From an optimization exercise on the open Yosys and OpenROAD flow, aimed at small area; shortcuts taken in it are not production practice.
Function was checked by simulation only, so behaviour that the tests miss may differ from the original.
No activity file was given, so power comes from the tool's default toggle rates.

Design invaders_top, start of the top module:
module invaders_top #(
    parameter int ALIEN_COLS = 6,
    parameter int ALIEN_ROWS = 3
) (
    input  wire logic        clk,
    input  wire logic        reset,
    input  wire logic        frame_tick,
    input  wire logic        fire,
    input  wire logic        left,
    input  wire logic        right,
    input  wire logic        wb_cyc,
    input  wire logic        wb_stb,
    input  wire logic        wb_we,
    input  wire logic [2:0]  wb_adr,
    input  wire logic [31:0] wb_dat_w,
    output logic [31:0]      wb_dat_r,
    output logic             wb_ack
);
Size: roughly 890 cells after synthesis, ~150 flip-flops.
export LEC_CHECK = 0
export CAP_MARGIN = 20
export CORE_MARGIN = 2
export CORE_UTILIZATION = 60
export CTS_BUF_LIST = sky130_fd_sc_hd__clkbuf_8
export CTS_CLUSTER_SIZE = 40
export SLEW_MARGIN = 20
create_clock -name core_clock -period 8.0 [get_ports {clk}]
standard.sh (not shown) runs the stock make flow with config.mk's settings and CLKGATE_MAP_FILE= SYNTH_SCRIPT=/design/flow/synth_recipe.tcl, a recipe that flattens the netlist after the stock synthesis.
==> flow/flow/run.sh <==
#!/bin/bash
# Standard ORFS layout, with two changes:
#  * abc maps the logic for area (flow/abc.script) instead of ORFS's
#    delay-driven script; registers are mapped exactly as in the standard
#    synthesis, since only the abc step changes;
#  * ports are buffered with the smallest buffer.
# Each tool's output goes to the ORFS logs under orfs/logs and to flow_*.log here.
set -euo pipefail
HERE=$PWD
rm -rf "$HERE/scripts_mod"
cp -r "$FLOW_HOME/scripts" "$HERE/scripts_mod"
cp "$HERE/flow/abc.script" "$HERE/scripts_mod/abc_speed.script"
bash standard.sh SCRIPTS_DIR="$HERE/scripts_mod" \
    BUFFER_PORTS_ARGS="-buffer_cell sky130_fd_sc_hd__buf_1" \
    CTS_ARGS="-sink_clustering_enable -repair_clock_nets -sink_clustering_size 40 -sink_clustering_max_diameter 300 -buf_list sky130_fd_sc_hd__clkbuf_8 -root_buf sky130_fd_sc_hd__clkbuf_8" \
    finish > "$HERE/flow_standard.log" 2>&1
==> flow/flow/abc.script <==
&get -n
&st
&dch -f
&nf -p -R 1000 -F 8 -A 8 -C 32
&st
&syn2
&if -g -K 6
&synch2
&nf -p -R 1000 -F 8 -A 8 -C 32
&st
&syn2
&if -g -K 6
&synch2
&nf -p -R 1000 -F 8 -A 8 -C 32
&st
&dch -f
&nf -p -R 1000 -F 8 -A 8 -C 32
&put
Edit:
==> flow/flow/run.sh (replaced) <==
#!/bin/bash
# Standard ORFS layout, with two changes:
#  * abc maps the logic for area (flow/abc.script) instead of ORFS's
#    delay-driven script, and adders are left to abc rather than mapped to
#    adder cells first; registers are mapped exactly as in the standard
#    synthesis, since only the combinational mapping changes;
#  * ports are buffered with the smallest buffer.
# Each tool's output goes to the ORFS logs under orfs/logs and to flow_*.log here.
set -euo pipefail
HERE=$PWD
rm -rf "$HERE/scripts_mod"
cp -r "$FLOW_HOME/scripts" "$HERE/scripts_mod"
cp "$HERE/flow/abc.script" "$HERE/scripts_mod/abc_speed.script"
bash standard.sh SCRIPTS_DIR="$HERE/scripts_mod" \
    ADDER_MAP_FILE= \
    BUFFER_PORTS_ARGS="-buffer_cell sky130_fd_sc_hd__buf_1" \
    finish > "$HERE/flow_standard.log" 2>&1
==> flow/flow/abc.script (replaced) <==
&get -n
&st
&deepsyn -T 60
&dch -f
&nf -p -R 1000 -F 8 -A 8 -C 32
&put
Effect: The changed run ran to the end with no violations. Area after synthesis went down by 7.6%. Routed wire length went up by 2.3%. Hold slack got worse by 29 ps. Power went up by 15%.
Edit:
--- a/flow/flow/run.sh
+++ b/flow/flow/run.sh
@@ -3,5 +3,4 @@
 #  * abc maps the logic for area (flow/abc.script) instead of ORFS's
-#    delay-driven script, and adders are left to abc rather than mapped to
-#    adder cells first; registers are mapped exactly as in the standard
-#    synthesis, since only the combinational mapping changes;
+#    delay-driven script; registers are mapped exactly as in the standard
+#    synthesis, since only the abc step changes;
 #  * ports are buffered with the smallest buffer.
@@ -14,3 +13,2 @@
 bash standard.sh SCRIPTS_DIR="$HERE/scripts_mod" \
-    ADDER_MAP_FILE= \
     BUFFER_PORTS_ARGS="-buffer_cell sky130_fd_sc_hd__buf_1" \
==> flow/flow/abc.script (replaced) <==
&get -n
&st
&dch -f
&nf -p -R 1000 -F 8 -A 8 -C 32
&st
&syn2
&if -g -K 6
&synch2
&nf -p -R 1000 -F 8 -A 8 -C 32
&st
&syn2
&if -g -K 6
&synch2
&nf -p -R 1000 -F 8 -A 8 -C 32
&st
&dch -f
&nf -p -R 1000 -F 8 -A 8 -C 32
&put
=>
- The new run went through all stages and came out clean
- die area rises by about 8%
- setup slack gets worse by 760 ps
- register-to-register slack gets worse by 760 ps
- synthesized area climbs by 8.2%
- clock-buffer cell count came out lower by 2
- first-iteration DRC count came out lower by about 33%
- hold slack gains 29 ps

---

invaders_top, a different RTL version from the one above (not shown whole).
Size: about 900 cells after synthesis, roughly 150 flip-flops, about 77 I/O pins, about 8100 µm² of cells after synthesis.
export LEC_CHECK = 0
export CAP_MARGIN = 20
export CORE_MARGIN = 2
export CORE_UTILIZATION = 60
export CTS_BUF_LIST = sky130_fd_sc_hd__clkbuf_8
export CTS_CLUSTER_SIZE = 40
export SLEW_MARGIN = 20
create_clock -name core_clock -period 8.0 [get_ports {clk}]
==> flow/flow/run.sh <==
#!/bin/bash
# Standard ORFS layout, with two changes:
#  * abc maps the logic for area (flow/abc.script) instead of ORFS's
#    delay-driven script, and adders are left to abc rather than mapped to
#    adder cells first; registers are mapped exactly as in the standard
#    synthesis, since only the combinational mapping changes;
#  * ports are buffered with the smallest buffer.
# Each tool's output goes to the ORFS logs under orfs/logs and to flow_*.log here.
set -euo pipefail
HERE=$PWD
rm -rf "$HERE/scripts_mod"
cp -r "$FLOW_HOME/scripts" "$HERE/scripts_mod"
cp "$HERE/flow/abc.script" "$HERE/scripts_mod/abc_speed.script"
bash standard.sh SCRIPTS_DIR="$HERE/scripts_mod" \
    ADDER_MAP_FILE= \
    BUFFER_PORTS_ARGS="-buffer_cell sky130_fd_sc_hd__buf_1" \
    finish > "$HERE/flow_standard.log" 2>&1
==> flow/flow/abc.script <==
&get -n
&st
&deepsyn -T 60
&dch -f
&nf -p -R 1000 -F 8 -A 8 -C 32
&put
The starting point completed without violations.
Rerun with:
==> flow/flow/abc.script (replaced) <==
&get -n
&st
&deepsyn -T 30
&put
dch -f
amap -F 4 -A 8
CAP_MARGIN = 0   (was 20)
SLEW_MARGIN = 0   (was 20)
=> Setup slack is better by 620 ps; combinational power is higher by about 20%; final area decreases by 0.76%; fmax grows by 13%.
Rerun with:
CORE_UTILIZATION = 75   (was 60)
GPL_TIMING_DRIVEN = 0   (was unset)
=> Synthesized area does not change. Die area came out lower by about 20%. Global-route usage came out higher by 9.0 points. Register-to-register slack is worse by 290 ps. Final cell count came out lower by about 2.3%. Synthesized cell count does not change. Count of clock-buffer cells in the layout came out higher by 2. Total power came out higher by about 1.8%. Via count came out higher by about 5%. Fmax came out lower by about 6%.
Rerun with:
GPL_TIMING_DRIVEN = unset   (was 0)
=>
- The new run passed the timing, design-rule and antenna checks
- global-route usage goes up by 3.0 points
- total power went up by about a fifth
- register-to-register slack gets better by 40 ps
- sequential power increases by roughly a tenth
- cell area came out lower slightly
- core utilization fell by 1.0 points
- count of clock-buffer cells in the layout is unchanged
- cell count shrinks by a few percent
- synthesized cell count drops slightly
- routed wire length is higher by a few percent
- non-clock buffer count fell by 14
Rerun with:
==> flow/flow/run.sh (replaced) <==
#!/bin/bash
set -euo pipefail
HERE=$PWD
rm -rf "$HERE/scripts_mod"
cp -r "$FLOW_HOME/scripts" "$HERE/scripts_mod"
cp "$HERE/flow/abc.script" "$HERE/scripts_mod/abc_speed.script"
bash standard.sh SCRIPTS_DIR="$HERE/scripts_mod" \
    ADDER_MAP_FILE= \
    BUFFER_PORTS_ARGS="-buffer_cell sky130_fd_sc_hd__buf_1" \
    finish > "$HERE/flow_standard.log" 2>&1
Result: Die area climbs by 0.51%; non-clock buffer count climbs by 2; sequential cell count stays the same; utilization falls by 0.56 points; cell count rises by 1.7%; power shrinks by 16%; fmax rises by 0.54%; wire length shrinks by 6.1%; synthesized cell count climbs by 1.9%.
Rerun with:
--- a/flow/flow/run.sh
+++ b/flow/flow/run.sh
@@ -8,2 +8,3 @@
     ADDER_MAP_FILE= \
+    SKIP_REPAIR_TIE_FANOUT=1 \
     BUFFER_PORTS_ARGS="-buffer_cell sky130_fd_sc_hd__buf_1" \
Clock-buffer cell count drops by 2.
Design area stays flat.
Global-route usage rose by 4.2 points.
Routed wire length grows by 9.8%.
Sequential cell count does not change.
Worst setup slack is worse by 260 ps.
Register-to-register slack loses 260 ps.
Total power came out higher by 3.6%.
Fmax is lower by 5.0%.
Hold slack improves by 14 ps.
Die area does not change.

static timing again, ports no longer ideal:
The results above use ideal ports. As a check the final layouts listed here were re-extracted and re-timed, cells and wires unchanged. Step 1 sets driving cells, clkbuf_16 on the clock port and buf_2 on the other inputs (assumed; they add their load-dependent delay and slew). Step 2 adds t to the input delays and takes it off the output delays; t is the mean of the earliest and latest rising clock arrival at the registers after step 1. Input paths then give back, and output paths get back, about the clock's delay inside the block. Slacks: ideal / step 1 / step 2; pairs: ideal / step 1.
run | t, ns | setup WS [ns] | worst setup path at the end
the first run of note 1 | 0.497 | 2.146 / 2.146 / 2.146 | register to register
the second run of note 1 | 0.499 | 2.903 / 2.903 / 2.903 | register to register
the third run of note 1 | 0.497 | 2.146 / 2.146 / 2.146 | register to register
the first run of note 2 | 0.490 | 2.730 / 2.730 / 2.730 | register to register
the second run of note 2 | 0.508 | 3.349 / 3.349 / 3.349 | register to register
the third run of note 2 | 0.483 | 3.056 / 3.056 / 3.056 | register to register
the fourth run of note 2 | 0.506 | 3.098 / 3.098 / 3.034 | input to register
the fifth run of note 2 | 0.493 | 3.124 / 3.124 / 3.124 | register to register
the sixth run of note 2 | 0.514 | 2.865 / 2.865 / 2.865 | register to register
After both steps every run listed still meets setup and hold. For the fourth run of note 2, which loses most, drivers alone change the setup slack by 0.000 ns; drivers and shift together by -0.064 ns.
